Source: an optimization exercise on an open RTL-to-GDS flow (aim: small area, a short achievable clock period and few clock cycles per item). Production flows keep margins and buffers that such runs may drop.
Function was checked by simulation only, so behaviour that the tests miss may differ from the original.
Power and IR drop assume default switching activity.

File: flow/design.v
package mpu_pkg;
  localparam int MAX_SIDE_LOG2_DEF   = 10;
  localparam int PALETTE_ENTRIES_DEF = 256;
  localparam int MIN_SIDE_LOG2       = 3;
  localparam int SIDE_W   = 4;
  localparam int SLOT_W   = 8;
  localparam int RGBA_W   = 32;
  localparam int ADDR_W   = 20;
  localparam int CFG_IDX_W = 1;
  localparam logic [CFG_IDX_W-1:0] CFG_WIDTH_LOG2  = 1'b0;
  localparam logic [CFG_IDX_W-1:0] CFG_HEIGHT_LOG2 = 1'b1;
  localparam logic CMD_LOAD  = 1'b0;
  localparam logic CMD_PIXEL = 1'b1;
  typedef struct packed {
    logic              cmd;
    logic [SLOT_W-1:0] entry_slot;
    logic [RGBA_W-1:0] entry_rgba;
    logic [SLOT_W-1:0] pixel_index;
  } in_item_t;
  typedef struct packed {
    logic [ADDR_W-1:0] dest_address;
    logic [RGBA_W-1:0] colour;
    logic              last_pixel;
  } out_item_t;
  typedef struct packed {
    logic [SIDE_W-1:0] wl;
    logic [SIDE_W-1:0] hl;
  } geom_t;
endpackage
module mpu_ram #(
  parameter int WIDTH = 32,
  parameter int DEPTH = 256
) (
  input  logic                     clk,
  input  logic                     we,
  input  logic [$clog2(DEPTH)-1:0] waddr,
  input  logic [WIDTH-1:0]         wdata,
  input  logic                     re,
  input  logic [$clog2(DEPTH)-1:0] raddr,
  output logic [WIDTH-1:0]         rdata
);
  logic [WIDTH-1:0] mem [DEPTH];
  always_ff @(posedge clk) begin
    if (we) begin
      mem[waddr] <= wdata;
    end
  end
  always_ff @(posedge clk) begin
    if (re) begin
      rdata <= mem[raddr];
    end
  end
endmodule
import mpu_pkg::*;
module mpu_addr_gen
#(
  parameter int MAX_SIDE_LOG2 = MAX_SIDE_LOG2_DEF
) (
  input  logic              clk,
  input  logic              rst,
  input  mpu_pkg::geom_t             geom,
  input  logic              step,
  output logic [ADDR_W-1:0] dest_address,
  output logic              last_pixel
);
  localparam int CNT_W = 2 * MAX_SIDE_LOG2;
  logic [CNT_W-1:0]         counter;
  logic [CNT_W-1:0]         counter_next;
  logic [CNT_W:0]           total_full;
  logic [CNT_W-1:0]         total_mask;
  logic [CNT_W:0]           inner_full;
  logic [CNT_W-1:0]         inner_mask;
  logic [CNT_W-1:0]         cnt;
  logic [CNT_W-1:0]         inner;
  logic [CNT_W-1:0]         blk;
  logic [SIDE_W-1:0]        bl;
  logic                     wide;
  logic [MAX_SIDE_LOG2-1:0] xg;
  logic [MAX_SIDE_LOG2-1:0] yg;
  logic [CNT_W-1:0]         x_full;
  logic [CNT_W-1:0]         y_full;
  logic [CNT_W-1:0]         addr_full;
  logic [CNT_W+ADDR_W-1:0]  addr_ext;
  assign wide = geom.wl > geom.hl;
  assign bl   = wide ? geom.hl : geom.wl;
  assign total_full = ((CNT_W+1)'(1) << ({1'b0, geom.wl} + {1'b0, geom.hl})) - (CNT_W+1)'(1);
  assign total_mask = total_full[CNT_W-1:0];
  assign inner_full = ((CNT_W+1)'(1) << {bl, 1'b0}) - (CNT_W+1)'(1);
  assign inner_mask = inner_full[CNT_W-1:0];
  assign cnt   = counter & total_mask;
  assign inner = cnt & inner_mask;
  assign blk   = cnt >> {bl, 1'b0};
  always_comb begin
    for (int i = 0; i < MAX_SIDE_LOG2; i++) begin
      xg[i] = (i < int'(bl)) ? inner[2*i] : 1'b0;
      yg[i] = (i < int'(bl)) ? inner[2*i+1] : 1'b0;
    end
  end
  assign x_full    = CNT_W'(xg) | (wide ? (blk << bl) : '0);
  assign y_full    = CNT_W'(yg) | (wide ? '0 : (blk << bl));
  assign addr_full = (y_full << geom.wl) | x_full;
  assign addr_ext  = {{ADDR_W{1'b0}}, addr_full};
  assign dest_address = addr_ext[ADDR_W-1:0];
  assign last_pixel   = cnt == total_mask;
  assign counter_next = last_pixel ? '0 : cnt + CNT_W'(1);
  always_ff @(posedge clk) begin
    if (rst) begin
      counter <= '0;
    end else if (step) begin
      counter <= counter_next;
    end
  end
endmodule
import mpu_pkg::*;
module morton_palette_unswizzle
#(
  parameter int MAX_SIDE_LOG2   = MAX_SIDE_LOG2_DEF,
  parameter int PALETTE_ENTRIES = PALETTE_ENTRIES_DEF
) (
  input  logic                 clk,
  input  logic                 rst,
  input  logic                 in_valid,
  output logic                 in_ready,
  input  mpu_pkg::in_item_t             in_data,
  output logic                 out_valid,
  input  logic                 out_ready,
  output mpu_pkg::out_item_t            out_data,
  input  logic                 cfg_we,
  input  logic [CFG_IDX_W-1:0] cfg_index,
  input  logic [SIDE_W-1:0]    cfg_data
);
  localparam int PAL_AW = $clog2(PALETTE_ENTRIES);
  logic [SIDE_W-1:0] width_log2;
  logic [SIDE_W-1:0] height_log2;
  logic [SIDE_W-1:0] cfg_clamped;
  mpu_pkg::geom_t    geom;
  logic              in_fire;
  logic              pixel_fire;
  logic              load_ok;
  logic              index_ok;
  logic [ADDR_W-1:0] gen_address;
  logic              gen_last;
  logic [RGBA_W-1:0] pal_rdata;
  logic              s1_valid;
  logic              s1_adv;
  logic [ADDR_W-1:0] s1_address;
  logic              s1_last;
  logic              s1_index_ok;
  always_comb begin
    cfg_clamped = cfg_data;
    if (cfg_data < SIDE_W'(MIN_SIDE_LOG2)) begin
      cfg_clamped = SIDE_W'(MIN_SIDE_LOG2);
    end else if (cfg_data > SIDE_W'(MAX_SIDE_LOG2)) begin
      cfg_clamped = SIDE_W'(MAX_SIDE_LOG2);
    end
  end
  always_ff @(posedge clk) begin
    if (rst) begin
      width_log2  <= SIDE_W'(MIN_SIDE_LOG2);
      height_log2 <= SIDE_W'(MIN_SIDE_LOG2);
    end else if (cfg_we) begin
      case (cfg_index)
        CFG_WIDTH_LOG2: begin
          width_log2 <= cfg_clamped;
        end
        CFG_HEIGHT_LOG2: begin
          height_log2 <= cfg_clamped;
        end
        default: begin
        end
      endcase
    end
  end
  assign geom.wl = width_log2;
  assign geom.hl = height_log2;
  assign s1_adv     = !out_valid || out_ready;
  assign in_ready   = !s1_valid || s1_adv;
  assign in_fire    = in_valid && in_ready;
  assign pixel_fire = in_fire && (in_data.cmd == CMD_PIXEL);
  assign load_ok    = {1'b0, in_data.entry_slot} < (SLOT_W+1)'(PALETTE_ENTRIES);
  assign index_ok   = {1'b0, in_data.pixel_index} < (SLOT_W+1)'(PALETTE_ENTRIES);
  mpu_ram #(
    .WIDTH(RGBA_W),
    .DEPTH(PALETTE_ENTRIES)
  ) u_palette (
    .clk  (clk),
    .we   (in_fire && (in_data.cmd == CMD_LOAD) && load_ok),
    .waddr(in_data.entry_slot[PAL_AW-1:0]),
    .wdata(in_data.entry_rgba),
    .re   (pixel_fire),
    .raddr(in_data.pixel_index[PAL_AW-1:0]),
    .rdata(pal_rdata)
  );
  mpu_addr_gen #(
    .MAX_SIDE_LOG2(MAX_SIDE_LOG2)
  ) u_addr_gen (
    .clk         (clk),
    .rst         (rst),
    .geom        (geom),
    .step        (pixel_fire),
    .dest_address(gen_address),
    .last_pixel  (gen_last)
  );
  always_ff @(posedge clk) begin
    if (rst) begin
      s1_valid <= 1'b0;
    end else if (in_ready) begin
      s1_valid <= pixel_fire;
    end
  end
  always_ff @(posedge clk) begin
    if (pixel_fire) begin
      s1_address  <= gen_address;
      s1_last     <= gen_last;
      s1_index_ok <= index_ok;
    end
  end
  always_ff @(posedge clk) begin
    if (rst) begin
      out_valid <= 1'b0;
    end else if (s1_adv) begin
      out_valid <= s1_valid;
    end
  end
  always_ff @(posedge clk) begin
    if (s1_adv && s1_valid) begin
      out_data.dest_address <= s1_address;
      out_data.colour       <= s1_index_ok ? pal_rdata : '0;
      out_data.last_pixel   <= s1_last;
    end
  end
endmodule
File: flow/run.sh
#!/bin/bash
# synth_recipe.tcl (not shown) runs the flow's synth.tcl, then flattens the netlist and writes it again
# the make line also repeats each setting of config.mk as NAME=value (left out here)
make -C /OpenROAD-flow-scripts/flow DESIGN_CONFIG=/design/flow/config.mk WORK_HOME=/design/flow/orfs CLKGATE_MAP_FILE= SYNTH_SCRIPT=/design/flow/synth_recipe.tcl finish
File: flow/config.mk
export PLATFORM = sky130hd
export DESIGN_NAME = morton_palette_unswizzle
export DESIGN_NICKNAME = morton_palette_unswizzle
export VERILOG_FILES = /design/flow/design.v
export SDC_FILE = /design/flow/constraint.sdc
export NUM_CORES = 4
export LEC_CHECK = 0
export CAP_MARGIN = 20
export CORE_MARGIN = 2
export CORE_UTILIZATION = 50
export SLEW_MARGIN = 20
export SYNTH_MEMORY_MAX_BITS = 16384
File: flow/constraint.sdc
create_clock -name core_clock -period 5.5 [get_ports {clk}]
set_input_delay 1.1000 -clock core_clock [delete_from_list [all_inputs] [get_ports {clk}]]
set_output_delay 1.1000 -clock core_clock [all_outputs]
set_load 0.01 [all_outputs]
==> impl_metrics.json <==
{
  "status": "finished clean",
  "power.density_mw_per_mm2": 361,
  "fp.dieH_um": 805,
  "port-buffer-count": 113,
  "drv_cap": 0,
  "synth_cell_types": 115,
  "r2r_end": "s1_address[17]",
  "yosysWarnings": 3,
  "hold_class": "primary input to flop",
  "arrival_ns": 6.28,
  "vias_per_cell": 6.61,
  "fin_area_sq_mm": 0.368,
  "synth_edf_count": 8298,
  "worstMarginPinSlew_ns": 1.39,
  "htree_levels": 6,
  "timing.final.crit_share": 0.967,
  "finalSetupViolations": 0,
  "rows": 294,
  "die_width_um": 805,
  "start_util": 0.501,
  "finalHoldViolCount": 0,
  "gp_congestion": 0.919,
  "io_pins": 114,
  "synth_flop_cell": "edfxtp_1",
  "grt_pass1_vias": 153000,
  "wl_mm": 912,
  "antenna_found_initial": 90,
  "hold_depth": 1,
  "core_area_sq_mm": 0.640,
  "syn-cell-area_sq_mm": 0.320,
  "cp-start-kind": "flop",
  "drt-pass1-iter-count": 6,
  "cts_hold_buf": 0,
  "overflow": 0,
  "worst_r2r_path_depth": 20,
  "crit_type": "flop to flop",
  "area_growth_pct": 14.8,
  "peakVddDrop_v": 0.000444,
  "vias": 153000,
  "grt_setup_unrepaired": "false",
  "root_buffer": "clkbuf_16",
  "cts_tree": "yes",
  "cp-startpoint": "width_log2[0]",
  "avgSynthCellArea_sq_um": 24.8,
  "cts_buffer_depth": 4,
  "drive_above_1_share": 0.348,
  "critPathCaptureType": "flop",
  "drt_iter0_drc": 22600,
  "gr-usage-all-layers": 0.279,
  "max_freq_mhz": 188,
  "grt_pass1_wl_mm": 1240,
  "ys_async_sr_fraction": 0,
  "tns_ns": 0,
  "filler_cell_count": 44900,
  "synthCells": 12900,
  "clk_pin_slew_ns": 0.06,
  "maxSlewViolCount": 0,
  "finClkSkew_ns": 0.0618,
  "drtAntennaViolNets": 0,
  "syn_nets": 13000,
  "detailed_place_hpwl_mm": 525,
  "ff2ff_setup_slack_ns": 0.18,
  "synth-seq-cells": 8328,
  "wl_per_cell_um": 39.3,
  "route.detailed.drc": 0,
  "endpoint": "s1_address[17]",
  "cts_buffers": 823,
  "yosysSeqAreaShare": 0.779,
  "slew_headroom": 0.0754,
  "place_area_sq_mm": 0.342,
  "nNetsFinal": 14100,
  "worstPathMaxFanout": 7,
  "p_leak_nw": 113,
  "grt_max_degree": 145,
  "cp.required_ns": 6.46,
  "worstSkewPairLatency_ns": 1.18,
  "dieArea_sq_mm": 0.647,
  "fin_crit_ns": 5.32,
  "finish.utilization": 0.575,
  "rr_startpoint": "width_log2[0]",
  "cts.sinks": 8328
}
-- kinds of logic after synthesis --
kind of cell,after synthesis,synth area share
flip-flops,8328,0.779
multiplexers,2750,0.192
buffers and inverters,735,0.00888
AND/OR/NAND/NOR,673,0.00913
AO/OA/AOI/OAI,392,0.00917
XOR/XNOR,23,0.000734
adder cells (fa/ha/maj),13,0.000523
-- layout make-up --
type / count / area, sq um / share of cell area
multi-input combinational: 3851 / 70000 / 0.190
clock buffer: 1000 / 21400 / 0.0580
antenna: 70 / 175 / 0.000476
inverter: 25 / 93.8 / 0.000255
timing repair buffer: 963 / 11600 / 0.0317
clock inverter: 512 / 4460 / 0.0121
sequential: 8328 / 250000 / 0.679
tap: 8436 / 10600 / 0.0287
-- per-stage QoR --
step	std cells	worst slack, ns	power, mW	hold WS (ns)
2_1_floorplan	12900	0.0214	75.4	0.400
3_3_place_gp	21600	-0.0819	79.7	0.403
3_5_place_dp	21600	0.0219	79.9	0.405
4_1_cts	23100	0.0320	134	0.313
5_1_grt	23100	0.00283	136	0.307
6_report	23200	0.180	133	0.349
-- synthesized netlist by cell type (11+ instances only) --
master | count | area, sq um
buf_1 | 170 | 638
nand2_1 | 125 | 469
mux2i_1 | 23 | 230
a211oi_1 | 19 | 143
inv_1 | 20 | 75.1
nor2b_1 | 16 | 100
o21ai_1 | 11 | 55.1
a31oi_1 | 16 | 100
o22ai_1 | 19 | 119
o221ai_1 | 13 | 114
buf_2 | 24 | 120
ha_1 | 11 | 138
edfxtp_1 | 8298 | 249000
dfxtp_1 | 30 | 601
o211ai_1 | 21 | 158
a21oi_1 | 78 | 390
clkbuf_1 | 504 | 1890
xnor2_1 | 14 | 123
a22oi_1 | 18 | 135
mux4_2 | 2721 | 61300
nor3_1 | 25 | 125
o21ai_0 | 54 | 270
nor2_1 | 379 | 1420
nand3_1 | 48 | 240
-- power breakdown --
group	internal, mW	total, mW	switching (mW)
clock network	30.6	54.3	23.7
registers	70.0	70.0	0.0798
logic	3.14	8.54	5.39
-- registers in the layout, indices dropped and copies added, names as in the netlist, 4 cells and up --
register / cells
s1_address: 20
height_log2: 4
u_addr_gen.counter: 20
u_palette.mem: 8192
out_data: 53
u_palette.rdata: 32
width_log2: 4
-- what timing repair did --
action	in CTS	in global routing
buffers inserted	0	1
setup endpoints to repair	0	17
endpoints found under the hold margin	0	0
gates resized for setup	0	15
-- worst max-delay path, stage by stage, from the launching register on --
cell	delay [ns]
dfxtp_1	0.35
ha_1	0.20
inv_1	0.07
fa_2	0.34
or2b_1	0.29
o22ai_4	0.19
nand2_4	0.10
or4_1	0.44
ha_2	0.26
buf_4	0.18
a211oi_1	0.31
a22o_2	0.35
buf_4	0.17
a221oi_1	0.09
o311a_1	0.39
or2_0	0.24
a31oi_1	0.45
o221ai_1	0.18
a21oi_1	0.20
a2111oi_0	0.15
a31oi_1	0.20
-- worst min path at each step --
stage	startpoint	endpoint	slack [ns]
6_report	in_data[30]	u_palette.mem[142][22]	0.35
5_1_grt	in_data[30]	u_palette.mem[142][22]	0.31
4_1_cts	in_data[22]	u_palette.mem[255][14]	0.31
3_5_place_dp	s1_address[13]	out_data[46]	0.40
3_3_place_gp	s1_address[13]	out_data[46]	0.40
2_1_floorplan	s1_last	out_data[0]	0.40
-- layer usage --
layer | vias up | GRT usage | share of wire
met5 | - | 0 | 0.00012
met4 | 18 | 0.0753 | 0.030
met3 | 1204 | 0.0509 | 0.096
met2 | 8564 | 0.443 | 0.48
met1 | 84700 | 0.406 | 0.39
li1 | 58900 | - | -
-- layout by cell type, fill, tap and decap left out, types with 11 or more instances in the layout --
master / count
a22oi_1: 17
nand2_2: 22
mux2i_1: 22
clkdlybuf4s50_1: 73
o221ai_1: 11
diode_2: 70
mux4_2: 2721
inv_6: 27
buf_4: 538
clkinv_2: 146
xnor2_1: 14
clkinv_1: 221
dfxtp_1: 30
o22ai_1: 19
o211ai_1: 21
clkbuf_1: 172
a31oi_1: 16
a21oi_1: 77
buf_12: 308
buf_8: 35
nor3_1: 24
a211oi_1: 18
clkinv_8: 16
edfxtp_1: 8298
o21ai_1: 12
nor2b_1: 15
clkbuf_16: 827
clkinvlp_4: 21
nand2_1: 105
nor2_1: 122
o21ai_0: 53
nor2_4: 256
nand3_1: 38
bufinv_16: 65
inv_1: 20
Testbench counts, summed over its fixed seeds: cycles 128,363, items 128,000.

static timing again, ports no longer ideal:
In the flow no input, the clock included, has a driving cell. The finished layout below was timed again as built, in two steps.
Step 1 assumes that a clkbuf_16 drives the clock port and a buf_2 every other input.
Step 2 times the ports against the registers' clock, not the clock port: input delays grow and output delays shrink by t, the midpoint of the rising clock arrivals with the driver on.
Three values: ideal ports, drivers, drivers and shift; two values: the first two.
t, ns: 1.280
slack for setup (ns): 0.180 / 0.180 / 0.180
worst slew at a driven data input, ns: 0.36
After both steps setup and hold are still met in this run. The setup slack of this run moves by 0.000 ns with the drivers and by 0.000 ns with both steps.
